What follows belongs to an exercise in optimizing a design on an open flow for small area and few clock cycles per item; a production flow would make more cautious choices.
The RTL was checked by simulation tests, not by an equivalence proof against the original design.

==> inputs of run Y <==
==> flow/design.v (excerpt) <==
module desApbTop #(
  parameter int addrWidth = 8
) (
  input  logic                 clk,
  input  logic                 rst,
  input  logic                 pSel,
  input  logic                 pEnable,
  input  logic                 pWrite,
  input  logic [addrWidth-1:0] pAddr,
  input  desPkg::apbDataT      pWdata,
  output desPkg::apbDataT      pRdata,
  output logic                 pReady,
  output logic                 pSlverr
);
  logic          start;
  logic          decrypt;
  logic          dirSetup;
  logic          almostDone;
  desPkg::blockT key;
  desPkg::blockT dataIn;
  desPkg::blockT dataOut;
  desApbRegs #(
    .addrWidth (addrWidth)
  ) i_desApbRegs (
    .clk        (clk),
    .rst        (rst),
    .pSel       (pSel),
    .pEnable    (pEnable),
    .pWrite     (pWrite),
    .pAddr      (pAddr),
    .pWdata     (pWdata),
    .pRdata     (pRdata),
    .pReady     (pReady),
    .pSlverr    (pSlverr),
    .start      (start),
    .decrypt    (decrypt),
    .dirSetup   (dirSetup),
    .key        (key),
  ...
clock: 10.0 ns
lec_check: 0
abc_area: 1
cap_margin: 10
core_margin: 2
core_utilization: 45
cts_buf_list: sky130_fd_sc_hd__clkbuf_4 sky130_fd_sc_hd__clkbuf_8
cts_cluster_size: 25
gpl_timing_driven: 0
slew_margin: 10
standard.sh (not shown) runs the stock make flow with config.mk's settings and CLKGATE_MAP_FILE= SYNTH_SCRIPT=/design/flow/synth_recipe.tcl, a recipe that flattens the netlist after the stock synthesis.
==> flow/flow/run.sh <==
#!/bin/bash
# The standard synthesis, then its combinational logic re-mapped for area
# (flow/remap.tcl), then the standard layout steps on the re-mapped netlist.
set -euo pipefail
W=$(pwd)
R=$W/orfs/results/$FLOW_PLATFORM/desApbTop/base
bash standard.sh synth > std_synth.log 2>&1
cp "$R/1_2_yosys.v" "$W/std_1_2_yosys.v"
REMAP_LIB=$FLOW_HOME/platforms/$FLOW_PLATFORM/lib/sky130_fd_sc_hd__tt_025C_1v80.lib \
REMAP_IN=$W/std_1_2_yosys.v REMAP_OUT=$R/1_2_yosys.v REMAP_ABC=$W/flow/remap.abc \
REMAP_TOP=$FLOW_TOP REMAP_STAT=$W/remap_stat.txt \
  yosys -c "$W/flow/remap.tcl" > remap.log 2>&1
rm -f "$R/1_synth.odb" "$R/1_synth.sdc"
bash standard.sh synth > remap_synth.log 2>&1
bash standard.sh finish > finish.log 2>&1
test -f out/final.def
==> flow/flow/remap.abc <==
strash
ifraig
dc2
&get -n
&dch -f
&nf -R 1000
&put
strash
&get -n
&dch -f
&nf -R 1000
&put
topo
stime -c
==> flow/flow/remap.tcl <==
# Re-map the combinational logic of the standard synthesis netlist with an
# area-oriented ABC script. Every flip-flop (and tie cell) instance is kept as
# it is, so the registers keep the standard synthesis's names and cell types.
yosys -import
set lib $::env(REMAP_LIB)
set top $::env(REMAP_TOP)
read_liberty -ignore_miss_func -setattr liberty_cell $lib
read_verilog $::env(REMAP_IN)
hierarchy -top $top
setattr -mod -set keep_hierarchy 1 sky130_fd_sc_hd__df* sky130_fd_sc_hd__edf* sky130_fd_sc_hd__sdf* sky130_fd_sc_hd__dl* sky130_fd_sc_hd__conb_1
flatten
select -module $top
opt -purge
# the platform's don't-use cells
set dont {}
set fp [open $lib r]
set text [read $fp]
close $fp
foreach {all name} [regexp -all -inline {cell \(\"?(sky130_fd_sc_hd__[a-z0-9_]+)\"?\)} $text] {
  if {[string match *lpflow* $name] || [string match *probe* $name]} { lappend dont -dont_use $name }
}
abc -liberty $lib {*}$dont -script $::env(REMAP_ABC)
splitnets
opt_clean -purge
hilomap -singleton -hicell sky130_fd_sc_hd__conb_1 HI -locell sky130_fd_sc_hd__conb_1 LO
insbuf -buf sky130_fd_sc_hd__buf_4 A X
select -clear
tee -o $::env(REMAP_STAT) stat -liberty $lib $top
yosys delete A:liberty_cell
yosys write_verilog -noattr -nohex -nodec $::env(REMAP_OUT)
==> inputs of run Z, as changes to run Y <==
Settings changed: CTS_CLUSTER_DIAMETER set to 60, CTS_CLUSTER_SIZE 25 to 16.
==> qor summary <==
                                                                                run Y                    run Z
Worst hold slack across all endpoints                                        0.509 ns                 0.513 ns
Global routing met1 resource utilization                                        49.1%                    47.8%
Grt met3 use                                                                    6.63%                    7.89%
Timing-limited maximum frequency                                            0.104 GHz                0.104 GHz
WL met3                                                                       8990 um                  9740 um
Nets                                                                            2,427                    2,410
Wire length of the first global-routing pass                               118,000 um               117,000 um
Initial DRC count                                                               3,750                    3,931
Final core utilization                                                          53.0%                    52.1%
Area used by multi-input combinational logic                               11,800 um2               11,800 um2
Final-layout fill cell count                                                    3,944                    3,960
Status                                                        complete, no violations  complete, no violations
Number of vias per cell                                                          6.84                     6.86
Number of ordinary and repair buffers in the finished layout                      111                      112
Clock buffer count in the final layout                                             57                       30
Post-route insts no fill                                                        2,957                    2,924
Routed wire length on met2                                                  34,800 um                34,600 um
Post-layout worst setup margin                                               0.380 ns                 0.404 ns
Headroom to the max-slew limit                                                  6.96%                    8.03%
H-Tree Level Count                                                                  2                        1
R2r startpoint                                                      i_desCore.pair[2]        i_desCore.pair[0]
Testbench counts of run Y, summed over its fixed seeds: cycles 5,120, ops 256.
Testbench counts of run Z, summed over its fixed seeds: cycles 5,120, ops 256.

[re-timing with driven ports]
The flow's constraints put no driver on any port. The routed layouts listed below were extracted and timed again, unchanged, in two steps. Step 1, drivers: a clkbuf_16 drives clk and a buf_2 each remaining input, both assumed. Step 2 times the ports against the registers' clock, not the clock port: input delays grow and output delays shrink by t, the midpoint of the rising clock arrivals with the driver on. Slacks: ideal ports / drivers / drivers and shift; pairs: ideal ports / drivers.
run | t, ns | slack for setup (ns) | clock arrival spread, ns | cell pins on the clock port's net
run Y | 0.654 | 0.380 / 0.380 / 0.380 | 0.038 / 0.038 | 1
run Z | 0.696 | 0.404 / 0.404 / 0.404 | 0.037 / 0.037 | 1
After both steps every run listed still meets setup and hold.
